Context: an optimization exercise on an open-source flow, tuned for small area, a short achievable clock period and few clock cycles. The choices shown serve that exercise and are no tape-out recipe.
Function was checked by simulation only, so behaviour that the tests miss may differ from the original.
Power is estimated from default activity; no workload was simulated.

== 04-07 ==
## row_accum_top
module row_accum_top (
    input  logic                 clk,
    input  logic                 rst_n,
    input  logic                 in_valid,
    output logic                 in_ready,
    input  row_accum_pkg::val_t  in_val,
    input  row_accum_pkg::row_t  in_row,
    input  row_accum_pkg::col_t  in_col,
    input  logic                 in_last,
    output logic                 out_valid,
    input  logic                 out_ready,
    output row_accum_pkg::val_t  out_val,
    output row_accum_pkg::col_t  out_col,
    output logic                 out_last,
    output logic                 row_done
);
export LEC_CHECK = 0
export ABC_CLOCK_PERIOD_IN_PS = 3500
export CAP_MARGIN = 20
export CELL_PAD_IN_SITES_DETAIL_PLACEMENT = 1
export CELL_PAD_IN_SITES_GLOBAL_PLACEMENT = 2
export CORE_MARGIN = 2
export CORE_UTILIZATION = 45
export CTS_CLUSTER_DIAMETER = 80
export CTS_CLUSTER_SIZE = 22
export PLACE_DENSITY = 0.55
export SETUP_SLACK_MARGIN = 5
export SLEW_MARGIN = 20
create_clock -name core_clock -period 10.0 [get_ports {clk}]
standard.sh (not shown) runs the stock make flow with config.mk's settings and CLKGATE_MAP_FILE= SYNTH_SCRIPT=/design/flow/synth_recipe.tcl, a recipe that flattens the netlist after the stock synthesis.
==> flow/flow/run.sh <==
#!/bin/bash
set -euo pipefail
bash standard.sh SETUP_SLACK_MARGIN=6.4 finish > make_finish.log 2>&1
Testbench counts of 04-07, summed over its fixed seeds: cycles 12,303.
Inputs modified between 04-07 and 10-16:
diff --git a/flow/design.v b/flow/design.v
--- a/flow/design.v
+++ b/flow/design.v
@@ -36,38 +36,41 @@
     output logic                 row_done
 );
     localparam int NCOL = row_accum_pkg::NCOL;
     localparam int VW   = row_accum_pkg::VAL_W;
     localparam int NQ   = 3;    
     localparam int NSD  = 3;    
     typedef logic [NCOL-1:0]     bmap_t;
     typedef row_accum_pkg::col_t col_t;
     typedef row_accum_pkg::val_t val_t;
     val_t mem [NCOL];
     logic                first_q;
     row_accum_pkg::row_t cur_row_q;
-    logic                rdy_q;
+    logic                busy_q;    
     logic                acc;
     logic                in_new;    
     logic                in_chg;    
-    assign in_ready = rdy_q;
-    assign acc      = in_valid && rdy_q;
+    assign in_ready = !busy_q;
+    assign acc      = in_valid && !busy_q;
     assign in_new   = first_q || (in_row != cur_row_q);
     assign in_chg   = !first_q && (in_row != cur_row_q);
     always_ff @(posedge clk or negedge rst_n) begin
         if (!rst_n) begin
-            first_q   <= 1'b1;
-            cur_row_q <= '0;
+            first_q <= 1'b1;
         end else if (acc) begin
-            first_q   <= in_last;
+            first_q <= in_last;
+        end
+    end
+    always_ff @(posedge clk) begin
+        if (acc) begin
             cur_row_q <= in_row;
         end
     end
     logic   a_v, a_last, a_new, a_chg;
     col_t   a_col;
     bmap_t  a_oh;                     
     val_t   a_val;
     logic   s_v, s_last, s_new, s_chg;
     col_t   s_col;
     val_t   s_val;
     logic   b_v, b_last;
     col_t   b_col;
@@ -132,33 +135,33 @@
     assign push_now  = closing_a || (b_v && b_last);
     assign lock_a    = (|(ml & a_oh)) || (push_now && ((|(bm_open & a_oh)) || b_hit));
     assign stall_a   = (lock_a && !(sd_any_free && !sd_has_a)) ||
                        (a_chg && !qsp1_q) ||
                        (a_last && (push_now ? !qsp2_q : !qsp1_q));
     assign adv_a     = a_v && !stall_a;
     assign a_free    = !a_v || adv_a;
     assign move_a    = adv_a && lock_a;
     always_ff @(posedge clk or negedge rst_n) begin
         if (!rst_n) begin
             a_v   <= 1'b0;
             s_v   <= 1'b0;
-            rdy_q <= 1'b1;
+            busy_q <= 1'b0;
         end else begin
             if (a_free) begin
                 a_v   <= s_v || acc;
                 s_v   <= s_v && acc;
-                rdy_q <= !(s_v && acc);
+                busy_q <= s_v && acc;
             end else begin
                 s_v   <= s_v || acc;
-                rdy_q <= !(s_v || acc);
+                busy_q <= s_v || acc;
             end
         end
     end
     always_ff @(posedge clk) begin
         if (a_free) begin
             if (s_v) begin
                 a_col <= s_col; a_oh <= dec_s; a_val <= s_val; a_last <= s_last;
                 a_new <= s_new; a_chg <= s_chg;
             end else begin
                 a_col <= in_col; a_oh <= dec_in; a_val <= in_val; a_last <= in_last;
                 a_new <= in_new; a_chg <= in_chg;
             end
@@ -284,33 +287,34 @@
         pushed = 1'b0;
         for (int i = 0; i < NQ; i++) begin
             if (push_now && !pushed && !qvs[i]) begin
                 qs[i]  = push_bits;
                 qvs[i] = 1'b1;
                 sgs[i] = pb_one;
                 pushed = 1'b1;
             end
         end
     end
     always_ff @(posedge clk or negedge rst_n) begin
         if (!rst_n) begin
-            for (int i = 0; i < NQ; i++) q[i] <= '0;
             qv <= '0;
             sg <= '0;
         end else begin
-            for (int i = 0; i < NQ; i++) q[i] <= qs[i];
             qv <= qvs;
             sg <= sgs;
         end
     end
+    always_ff @(posedge clk) begin
+        for (int i = 0; i < NQ; i++) q[i] <= qs[i];
+    end
     assign qsp1_q = !qv[NQ-1];
     assign qsp2_q = !qv[NQ-2];
     assign e_load = (ecnt != 2'd0) && (!out_valid || out_ready);
     always_ff @(posedge clk or negedge rst_n) begin
         if (!rst_n) begin
             ecnt <= '0;
         end else begin
             ecnt <= ecnt + 2'(pick) - 2'(e_load);
         end
     end
     always_ff @(posedge clk) begin
         if (e_load ? (ecnt == 2'd2) : (pick && ecnt == 2'd0)) begin
## What came out
- Compared with 04-07, 10-16 shows non-clock buffer count that has gone up by a few percent.
- In the flow results for 10-16 and 04-07, the area enclosed by the die boundary is smaller on 10-16.
- 10-16 ended with less slack of the worst reg-to-reg path than 04-07.
- out_val[16] as the termination of the worst setup path was reported by 04-07, and out_val[18] by 10-16.
- 10-16 finished every step from synthesis to the final layout, and the layout passed the timing, design-rule and antenna checks.
- Diff 04-07 -> 10-16: final worst-path setup slack fell by 0.063 ns; global-route wire length before repair has increased; data arrival time at the worst-slack endpoint went up by 0.09 ns.
- In the metrics for 10-16 and 04-07, the one carrying the higher overall routing resource usage is 10-16.
- Compared with 04-07, 10-16 shows sequential share of cell area higher by 0.61 points.
- 10-16 vs 04-07 — clock share of power rose 2.3 points.
- Count of clock-buffer cells in the layout | 10-16 below 04-07
- The flip-flop and latch count after synthesis on 10-16 is in line with that on 04-07.
- Of 10-16 and 04-07, the higher highest achievable clock rate belongs to 04-07.
- 10-16 and 04-07 ended up with roughly the same total non-filler cell area in the finished layout.
- Mean instance size in the synthesized netlist in 10-16 is 3.0% higher than in 04-07
Testbench counts of 10-16, summed over its fixed seeds: cycles 12,303.

[afterwards: timing with drivers on the ports]
How much do the figures lean on ideal ports? The routed layouts below were timed once more, with nothing changed but the port constraints. Step 1 (the two cells are an assumption about what drives the block):
set clk [get_ports {clk}]
set_driving_cell -lib_cell sky130_fd_sc_hd__clkbuf_16 $clk
set_driving_cell -lib_cell sky130_fd_sc_hd__buf_2 [delete_from_list [all_inputs] $clk]
Step 2 adds t to the input delays and takes it off the output delays; t is the mean of the earliest and latest rising clock arrival at the registers after step 1. Input paths then give back, and output paths get back, about the clock's delay inside the block. Slacks: ideal / step 1 / step 2; pairs: ideal / step 1.
run | shift t [ns] | setup WS [ns] | worst setup path after step 2 | worst slew at a driven data input, ns
04-07 | 0.849 | 6.330 / 6.330 / 5.712 | input to register | 0.05
10-16 | 0.846 | 6.267 / 6.267 / 5.665 | input to register | 0.07
After both steps setup and hold are still met in every run listed. The setup slack of 04-07, which loses most, moves by 0.000 ns with the drivers and by -0.618 ns with both steps.
